Context: an optimization exercise on an open-source flow, tuned for small area and a short achievable clock period. The choices shown serve that exercise and are no tape-out recipe.
In this exercise RTL edits were held to simulation tests only and were not proved equivalent to the original.
Power is estimated from default activity; no workload was simulated. No driver is modelled on the clock port, so clocking that relies on it looks cheaper here than on a real chip.

Design ccpd_top, start of the top module:
module ccpd_top (
    input  logic                                       ADC_ENC,
    input  logic                                       i_rst_n,
    input  logic                                       i_gate_start,
    input  sampler_pkg::cnt_t                          i_gate_delay,
    input  sampler_pkg::cnt_t                          i_gate_width,
    input  sampler_pkg::cnt_t                          i_inj_delay,
    input  sampler_pkg::cnt_t                          i_inj_width,
    input  sampler_pkg::cnt_t                          i_rec_len,
    input  sampler_pkg::trig_src_t                     i_trig_src,
    input  sampler_pkg::sample_t                       i_threshold,
    input  logic [sampler_pkg::N_CH-1:0][sampler_pkg::SAMPLE_W-1:0] i_adc_sample,
    input  logic [sampler_pkg::N_CH-1:0]               i_ch_en,
    input  logic                                       i_out_ready,
    output logic                                       o_ccpd_gate,
    output logic                                       o_ccpd_injection,
    output logic                                       o_out_valid,
  ...
Size: roughly 2,300 cells after synthesis, ~1,100 flip-flops.
clock: 6.0 ns
lec_check: 0
abc_clock_period_in_ps: 2400
cap_margin: 20
core_margin: 2
core_utilization: 70
setup_slack_margin: 3.7
slew_margin: 20
standard.sh (not shown) runs the stock make flow with config.mk's settings and CLKGATE_MAP_FILE= SYNTH_SCRIPT=/design/flow/synth_recipe.tcl, a recipe that flattens the netlist after the stock synthesis.
==> flow/flow/run.sh <==
#!/bin/bash
# Standard ORFS layout, with plain buffers on the ports, resizing not
# limited to the same cell footprint, and larger clock sink clusters
# without dummy loads.
set -euo pipefail
bash standard.sh MATCH_CELL_FOOTPRINT=0 \
    "BUFFER_PORTS_ARGS=-buffer_cell sky130_fd_sc_hd__buf_2" \
    "CTS_ARGS=-sink_clustering_enable -repair_clock_nets -dont_use_dummy_load -sink_clustering_size 25 -sink_clustering_max_diameter 120" \
    finish > standard_flow.log 2>&1
Next try:
--- a/flow/flow/run.sh
+++ b/flow/flow/run.sh
@@ -8 +8 @@
-    "CTS_ARGS=-sink_clustering_enable -repair_clock_nets -dont_use_dummy_load -sink_clustering_size 25 -sink_clustering_max_diameter 120" \
+    "CTS_ARGS=-sink_clustering_enable -repair_clock_nets -dont_use_dummy_load -sink_clustering_size 25 -sink_clustering_max_diameter 80" \
--- a/flow/config.mk
+++ b/flow/config.mk
@@ -12 +12 @@
-export SETUP_SLACK_MARGIN = 3.7
+export SETUP_SLACK_MARGIN = 3.8
Result:
- global-route usage climbs by 1.1 points
- power climbs by 0.71%
- combinational power climbs by 11%
- clock skew drops by 0.015 ns
- sequential power barely changes
- sequential share of layout area drops by 2.7 points
- setup slack improved by 0.046 ns
Next try:
--- a/flow/config.mk
+++ b/flow/config.mk
@@ -8 +8 @@
-export ABC_CLOCK_PERIOD_IN_PS = 2400
+export ABC_AREA = 1
@@ -12 +12 @@
-export SETUP_SLACK_MARGIN = 3.8
+export SETUP_SLACK_MARGIN = 3.7
=>
- worst hold slack got worse by 0.0036 ns
- combinational power falls by 4.9%
- final cell count rises by about 30%
- die area came out higher by 4.5%
Next try:
--- a/flow/config.mk
+++ b/flow/config.mk
@@ -8 +8 @@
-export ABC_AREA = 1
+export ABC_CLOCK_PERIOD_IN_PS = 2400
Outcome: Non-clock buffer count climbs by 29. Clock skew climbs by 0.0040 ns. Worst setup slack gets worse by 0.0031 ns. Combinational power drops by 7.1%. Design area drops by 1.9%. Hold slack gets better by 0.0076 ns.
Next try:
--- a/flow/config.mk
+++ b/flow/config.mk
@@ -11,0 +12 @@
+export PLACE_DENSITY = 0.8
Power increases by 0.57%.
Setup slack gets better by 0.0086 ns.
Utilization goes up by 0.20 points.
Die area does not change.
Synthesized cell count does not change.
Fmax climbs by 0.37%.
Non-clock buffer count grows by 13.
Final area stays flat.
Hold slack degrades by 0.046 ns.
Sequential share of layout area drops by 0.17 points.
Cell count grows by 0.40%.

== v6 ==
Another version of the RTL of ccpd_top (not shown whole).
For scale: roughly 160 I/O pins, roughly 40,000 um^2 of cells after synthesis.
// ccpd_top
module ccpd_top (
    input  logic                                       ADC_ENC,
    input  logic                                       i_rst_n,
    input  logic                                       i_gate_start,
    input  sampler_pkg::cnt_t                          i_gate_delay,
    input  sampler_pkg::cnt_t                          i_gate_width,
    input  sampler_pkg::cnt_t                          i_inj_delay,
    input  sampler_pkg::cnt_t                          i_inj_width,
    input  sampler_pkg::cnt_t                          i_rec_len,
    input  sampler_pkg::trig_src_t                     i_trig_src,
    input  sampler_pkg::sample_t                       i_threshold,
    input  logic [sampler_pkg::N_CH-1:0][sampler_pkg::SAMPLE_W-1:0] i_adc_sample,
    input  logic [sampler_pkg::N_CH-1:0]               i_ch_en,
    input  logic                                       i_out_ready,
    output logic                                       o_ccpd_gate,
    output logic                                       o_ccpd_injection,
    output logic                                       o_out_valid,
    output sampler_pkg::out_word_t                     o_out_data,
    output logic [sampler_pkg::N_CH-1:0]               o_lost
);
==> flow/config.mk <==
export PLATFORM = sky130hd
export DESIGN_NAME = ccpd_top
export DESIGN_NICKNAME = ccpd_top
export VERILOG_FILES = /design/flow/design.v
export SDC_FILE = /design/flow/constraint.sdc
export NUM_CORES = 4
export LEC_CHECK = 0
export CAP_MARGIN = 20
export CORE_MARGIN = 2
export CORE_UTILIZATION = 70
export SETUP_SLACK_MARGIN = 3.6
export SLEW_MARGIN = 20
==> flow/constraint.sdc <==
create_clock -name core_clock -period 6.0 [get_ports {ADC_ENC}]
set_input_delay 1.2000 -clock core_clock [delete_from_list [all_inputs] [get_ports {ADC_ENC}]]
set_output_delay 1.2000 -clock core_clock [all_outputs]
set_load 0.01 [all_outputs]
==> flow/flow/run.sh <==
#!/bin/bash
# Standard ORFS layout, with plain buffers on the ports and resizing not
# limited to the same cell footprint.
set -euo pipefail
bash standard.sh MATCH_CELL_FOOTPRINT=0 \
    "BUFFER_PORTS_ARGS=-buffer_cell sky130_fd_sc_hd__buf_2" \
    finish > standard_flow.log 2>&1
Every stage of the flow completed for v6, and the final layout passed the timing, DRC and antenna checks.
Here is what was changed in the inputs of v7 compared with v6.
==> flow/flow/run.sh <==
#!/bin/bash
# Standard ORFS layout, with plain buffers on the ports, resizing not
# limited to the same cell footprint, and larger clock sink clusters
# without dummy loads.
set -euo pipefail
bash standard.sh MATCH_CELL_FOOTPRINT=0 \
    "BUFFER_PORTS_ARGS=-buffer_cell sky130_fd_sc_hd__buf_2" \
    "CTS_ARGS=-sink_clustering_enable -repair_clock_nets -dont_use_dummy_load -sink_clustering_size 30 -sink_clustering_max_diameter 100" \
    finish > standard_flow.log 2>&1
### Flow results
- Global routing usage summed across all routing layers ends up higher on v6.
- Summary — data-path buffer share of cell area in the final layout, v7 relative to v6: higher, by 0.18 points.
- From v6 to v7 the numbers moved as follows: post-route total power went down, global-route track usage on met2 went down, signal arrival time at the worst endpoint went down.
- v7 ended with less clock tree buffer count of the final layout than v6.
- As of v7, wire length of the first global-routing pass had fallen by a few percent compared to v6.
- Comparing v7 against v6, there is no change at all in final routed DRC violation total.
- Worst hold margin in v7 is 53 ps below v6.
- Comparing v6 against v7, there is no change at all in synthesized-area fraction occupied by ao, oa, aoi and oai cells.

==> port drivers added, routing unchanged <==
The flow's constraints put no driver on any port. The routed layouts listed below were extracted and timed again, unchanged, in two steps.
Step 1, drivers: a clkbuf_16 drives ADC_ENC and a buf_2 each remaining input, both assumed.
Step 2 adds t to the input delays and takes it off the output delays; t is the mean of the earliest and latest rising clock arrival at the registers after step 1. Input paths then give back, and output paths get back, about the clock's delay inside the block.
Three values: ideal, step 1, step 2; two values: the first two.
run | t (ns) | setup slack, ns | hold slack, ns | worst setup path at the end | pins driven straight from the clock port
the first run of note 1 | 0.665 | 3.606 / 3.568 / 3.189 | 0.449 / 0.449 / 0.449 | input to register | 1
the second run of note 1 | 0.677 | 3.652 / 3.590 / 3.153 | 0.437 / 0.437 / 0.437 | input to register | 1
the third run of note 1 | 0.690 | 3.652 / 3.583 / 3.117 | 0.434 / 0.434 / 0.434 | input to register | 1
the fourth run of note 1 | 0.676 | 3.649 / 3.587 / 3.151 | 0.441 / 0.441 / 0.441 | input to register | 1
the fifth run of note 1 | 0.666 | 3.658 / 3.595 / 3.221 | 0.396 / 0.396 / 0.396 | input to register | 1
v6 | 0.728 | 3.397 / 3.332 / 3.047 | 0.434 / 0.434 / 0.434 | input to register | 1
v7 | 0.655 | 3.429 / 3.364 / 3.129 | 0.381 / 0.381 / 0.381 | input to register | 1
After both steps setup and hold are still met in every run listed. For the third run of note 1, which loses most, drivers alone change the setup slack by -0.069 ns; drivers and shift together by -0.535 ns.
